This design comes from an exercise in tuning for small area, a short achievable clock period and few clock cycles per item on the open sky130 flow, not from production work. Only simulation tests tie the RTL to the original design; equivalence was not proved.

==> flow/design.v <==
`default_nettype none
package mie_pkg;
   localparam int unsigned STATUS_WIDTH = 1;
   localparam logic [STATUS_WIDTH-1:0] STATUS_OK   = 1'b0;
   localparam logic [STATUS_WIDTH-1:0] STATUS_NONE = 1'b1;
endpackage
`default_nettype wire
`default_nettype none
module modular_inverse_euclid_core #(
   parameter int unsigned DATA_WIDTH = 63
) (
   input  wire logic                               clock,
   input  wire logic                               reset,
   input  wire logic                               req_valid,
   output logic                                    req_ready,
   input  wire logic [DATA_WIDTH-1:0]              req_value,
   input  wire logic [DATA_WIDTH-1:0]              req_modulus,
   output logic                                    rsp_valid,
   input  wire logic                               rsp_ready,
   output logic [DATA_WIDTH-1:0]                   rsp_inverse,
   output logic [mie_pkg::STATUS_WIDTH-1:0]        rsp_status
);
   localparam int unsigned CW = 6;    
   localparam logic [CW-1:0] J0 = 6'b000001;
   function automatic logic [CW-1:0] j_up(input logic [CW-1:0] x);
      j_up = {x[4:0], x[5] ^ x[4]};
   endfunction
   function automatic logic [CW-1:0] j_dn(input logic [CW-1:0] x);
      j_dn = {x[0] ^ x[5], x[5:1]};
   endfunction
   localparam logic [1:0] PH_RUN  = 2'd0;    
   localparam logic [1:0] PH_FIX1 = 2'd1;    
   localparam logic [1:0] PH_FIX2 = 2'd2;    
   logic                  busy_ff, busy_in;
   logic                  ov_ff, ov_in;
   logic [1:0]            ph_ff, ph_in;
   logic                  align_ff, align_in;
   logic                  first_ff, first_in;
   logic                  neg_ff, neg_in;
   logic                  fail_ff, fail_in;
   logic [CW-1:0]         j_ff, j_in;
   logic [DATA_WIDTH-1:0] a_ff, a_in, b_ff, b_in;
   logic [DATA_WIDTH-1:0] ca_ff, ca_in, cb_ff, cb_in;
   logic [mie_pkg::STATUS_WIDTH-1:0] st_ff, st_in;
   logic [DATA_WIDTH:0]   s1;         
   logic [DATA_WIDTH:0]   s2;         
   logic [DATA_WIDTH-1:0] sum;        
   logic [DATA_WIDTH:0]   sum_x;
   logic                  b_le_a, b2_le_a;
   logic                  b_zero, b_one, a_one, m_one;
   logic                  b_high_zero;    
   logic                  early;          
   logic                  take;       
   logic                  hold_out;   
   assign s1      = {1'b0, a_ff} - {1'b0, b_ff};
   assign s2      = {1'b0, a_ff} - {b_ff, 1'b0};
   assign sum_x   = {ca_ff, 1'b1} + {cb_ff, (ph_ff == PH_FIX2)};
   assign sum     = sum_x[DATA_WIDTH:1];
   assign b_le_a  = !s1[DATA_WIDTH];
   assign b2_le_a = !s2[DATA_WIDTH];
   assign b_high_zero = (b_ff[DATA_WIDTH-1:1] == '0);
   assign b_zero  = b_high_zero && !b_ff[0];
   assign b_one   = b_high_zero && b_ff[0];
   assign a_one   = (a_ff == {{(DATA_WIDTH-1){1'b0}}, 1'b1});
   assign m_one   = (cb_ff == {{(DATA_WIDTH-1){1'b0}}, 1'b1});
   assign early       = (ph_ff == PH_RUN) && align_ff && b_one && neg_ff;
   assign req_ready   = !busy_ff || ((ph_ff == PH_FIX2 || early) && !ov_ff);
   assign take        = req_valid && req_ready;
   assign hold_out    = ov_ff && !rsp_ready;
   assign rsp_valid   = ov_ff;
   assign rsp_inverse = cb_ff;
   assign rsp_status  = st_ff;
   logic run, dbl_e, sub_e, swp_e, fix1_e, fix2_e, dbl, c1;
   logic [DATA_WIDTH-1:0] a_pre, b_pre, ca_pre, cb_pre, res;
   assign run    = busy_ff && (ph_ff == PH_RUN);
   assign fix1_e = run && align_ff && b_zero;
   assign dbl_e  = run && align_ff && !b_zero && !early && !b_ff[DATA_WIDTH-1];
   assign sub_e  = run && !(align_ff && b_zero) && (j_ff != J0);
   assign swp_e  = run && !(align_ff && b_zero) && !early && (j_ff == J0) &&
                   !(first_ff && hold_out);
   assign fix2_e = busy_ff && (ph_ff == PH_FIX2) && !hold_out;
   assign dbl    = dbl_e && b2_le_a;
   assign c1     = b_le_a;
   assign res = (fail_ff || m_one) ? '0 : (neg_ff ? sum : ca_ff);
   always_comb begin
      a_pre  = take ? req_value : (swp_e ? b_ff : a_ff);
      b_pre  = take ? req_modulus : (sub_e ? (b_ff >> 1) : b_ff);
      ca_pre = take ? {{(DATA_WIDTH-1){1'b0}}, 1'b1} :
               (fix1_e && neg_ff) ? ~ca_ff :
               swp_e ? (first_ff ? '0 : cb_ff) : ca_ff;
      cb_pre = (sub_e && !first_ff) ? (cb_ff >> 1) :
               fix2_e ? res : cb_ff;
      if (dbl) begin
         a_in  = a_ff;
         b_in  = {b_ff[DATA_WIDTH-2:0], 1'b0};
         ca_in = ca_ff;
         cb_in = first_ff ? cb_ff : {cb_ff[DATA_WIDTH-2:0], 1'b0};
      end else begin
         a_in  = (sub_e && c1) ? s1[DATA_WIDTH-1:0] : a_pre;
         b_in  = swp_e ? (c1 ? s1[DATA_WIDTH-1:0] : a_ff) : b_pre;
         ca_in = (sub_e && !first_ff && c1) ? sum : ca_pre;
         cb_in = swp_e ? ((c1 && !first_ff) ? sum : ca_ff) : cb_pre;
      end
      busy_in = busy_ff; ov_in = ov_ff; ph_in = ph_ff; align_in = align_ff;
      first_in = first_ff; neg_in = neg_ff; fail_in = fail_ff; j_in = j_ff;
      st_in = st_ff;
      if (ov_ff && rsp_ready) begin
         ov_in = 1'b0;
      end
      if (dbl) begin
         j_in = j_up(j_ff);
      end else if (sub_e) begin
         align_in = 1'b0;
         j_in     = j_dn(j_ff);
      end else if (swp_e) begin
         align_in = 1'b1;
         first_in = 1'b0;
         neg_in   = !neg_ff;
         j_in     = J0;
      end
      if (fix1_e) begin
         ph_in   = PH_FIX1;
         fail_in = first_ff || !a_one;
      end
      if (busy_ff && ph_ff == PH_FIX1) begin
         ph_in = PH_FIX2;
      end
      if (fix2_e) begin
         busy_in = 1'b0;
         ov_in   = 1'b1;
         st_in   = fail_ff ? mie_pkg::STATUS_NONE : mie_pkg::STATUS_OK;
      end
      if (run && early) begin
         busy_in = 1'b0;
         ov_in   = 1'b1;
         st_in   = mie_pkg::STATUS_OK;
      end
      if (take) begin
         busy_in  = 1'b1;
         ph_in    = PH_RUN;
         align_in = 1'b1;
         first_in = 1'b1;
         neg_in   = 1'b0;
         j_in     = J0;
      end
   end
   always_ff @(posedge clock) begin
      if (reset) begin
         busy_ff <= 1'b0;
         ov_ff   <= 1'b0;
      end else begin
         busy_ff <= busy_in;
         ov_ff   <= ov_in;
      end
      ph_ff <= ph_in; align_ff <= align_in; first_ff <= first_in;
      neg_ff <= neg_in; fail_ff <= fail_in; j_ff <= j_in;
      a_ff <= a_in; b_ff <= b_in; ca_ff <= ca_in; cb_ff <= cb_in;
      st_ff <= st_in;
   end
endmodule
`default_nettype wire
clock: 6.0 ns
lec_check: 0
cap_margin: 20
core_margin: 2
core_utilization: 30
setup_slack_margin: 2.5
slew_margin: 20
tns_end_percent: 0
run.sh (not shown) runs the stock make flow with config.mk's settings and CLKGATE_MAP_FILE= SYNTH_SCRIPT=/design/flow/synth_recipe.tcl, a recipe that flattens the netlist after the stock synthesis.
Testbench counts at the start, summed over its fixed seeds: cycles 309,307, items 2,400.
Rerun with:
--- a/flow/design.v
+++ b/flow/design.v
@@ -45,41 +45,35 @@
    logic [DATA_WIDTH:0]   s1;         
    logic [DATA_WIDTH:0]   s2;         
    logic [DATA_WIDTH-1:0] sum;        
    logic [DATA_WIDTH:0]   sum_x;
    logic                  b_le_a, b2_le_a;
-   logic                  b_zero, b_one, a_one, m_one;
-   logic                  b_high_zero;    
-   logic                  early;          
+   logic                  b_zero, a_one, m_one;
    logic                  take;       
    logic                  hold_out;   
    assign s1      = {1'b0, a_ff} - {1'b0, b_ff};
    assign s2      = {1'b0, a_ff} - {b_ff, 1'b0};
    assign sum_x   = {ca_ff, 1'b1} + {cb_ff, (ph_ff == PH_FIX2)};
    assign sum     = sum_x[DATA_WIDTH:1];
    assign b_le_a  = !s1[DATA_WIDTH];
    assign b2_le_a = !s2[DATA_WIDTH];
-   assign b_high_zero = (b_ff[DATA_WIDTH-1:1] == '0);
-   assign b_zero  = b_high_zero && !b_ff[0];
-   assign b_one   = b_high_zero && b_ff[0];
+   assign b_zero  = (b_ff == '0);
    assign a_one   = (a_ff == {{(DATA_WIDTH-1){1'b0}}, 1'b1});
    assign m_one   = (cb_ff == {{(DATA_WIDTH-1){1'b0}}, 1'b1});
-   assign early       = (ph_ff == PH_RUN) && align_ff && b_one && neg_ff;
-   assign req_ready   = !busy_ff || ((ph_ff == PH_FIX2 || early) && !ov_ff);
+   assign req_ready   = !busy_ff || (ph_ff == PH_FIX2 && !ov_ff);
    assign take        = req_valid && req_ready;
    assign hold_out    = ov_ff && !rsp_ready;
    assign rsp_valid   = ov_ff;
    assign rsp_inverse = cb_ff;
    assign rsp_status  = st_ff;
    logic run, dbl_e, sub_e, swp_e, fix1_e, fix2_e, dbl, c1;
    logic [DATA_WIDTH-1:0] a_pre, b_pre, ca_pre, cb_pre, res;
    assign run    = busy_ff && (ph_ff == PH_RUN);
    assign fix1_e = run && align_ff && b_zero;
-   assign dbl_e  = run && align_ff && !b_zero && !early && !b_ff[DATA_WIDTH-1];
+   assign dbl_e  = run && align_ff && !b_zero && !b_ff[DATA_WIDTH-1];
    assign sub_e  = run && !(align_ff && b_zero) && (j_ff != J0);
-   assign swp_e  = run && !(align_ff && b_zero) && !early && (j_ff == J0) &&
-                   !(first_ff && hold_out);
+   assign swp_e  = run && !(align_ff && b_zero) && (j_ff == J0) && !(first_ff && hold_out);
    assign fix2_e = busy_ff && (ph_ff == PH_FIX2) && !hold_out;
    assign dbl    = dbl_e && b2_le_a;
    assign c1     = b_le_a;
    assign res = (fail_ff || m_one) ? '0 : (neg_ff ? sum : ca_ff);
    always_comb begin
@@ -128,15 +122,10 @@
       if (fix2_e) begin
          busy_in = 1'b0;
          ov_in   = 1'b1;
          st_in   = fail_ff ? mie_pkg::STATUS_NONE : mie_pkg::STATUS_OK;
       end
-      if (run && early) begin
-         busy_in = 1'b0;
-         ov_in   = 1'b1;
-         st_in   = mie_pkg::STATUS_OK;
-      end
       if (take) begin
          busy_in  = 1'b1;
          ph_in    = PH_RUN;
          align_in = 1'b1;
          first_in = 1'b1;
After rerunning: The new run passed the timing, DRC and antenna checks; final area goes down by 4.2%; non-clock buffer count came out lower by 21; critical path depth shrinks by 4; synthesized area falls by 2.3%; die area decreases by 2.3%; fmax stays flat; clock skew falls by 7.7 ps.
Testbench counts after the change, summed over its fixed seeds: cycles 314,341, items 2,400.

==> what the ideal ports hide <==
In the flow no input, the clock included, has a driving cell. The finished layouts below were timed again as built, in two steps. Step 1: set_driving_cell puts a clkbuf_16 on clock and a buf_2 on each other input, an assumption about the parent block. Step 2 times the ports against the registers' clock, not the clock port: input delays grow and output delays shrink by t, the midpoint of the rising clock arrivals with the driver on. a / b / c = no drivers / after step 1 / after step 2; a / b = the first two.
run	t, ns	setup slack, ns	latest minus earliest clock arrival (ns)	cell pins on the clock port's net
the first run	0.632	2.058 / 2.008 / 1.835	0.041 / 0.040	1
the second run	0.639	2.048 / 2.063 / 1.445	0.033 / 0.033	1
After both steps setup and hold are still met in every run listed. The setup slack of the second run, which loses most, moves by +0.015 ns with the drivers and by -0.603 ns with both steps.
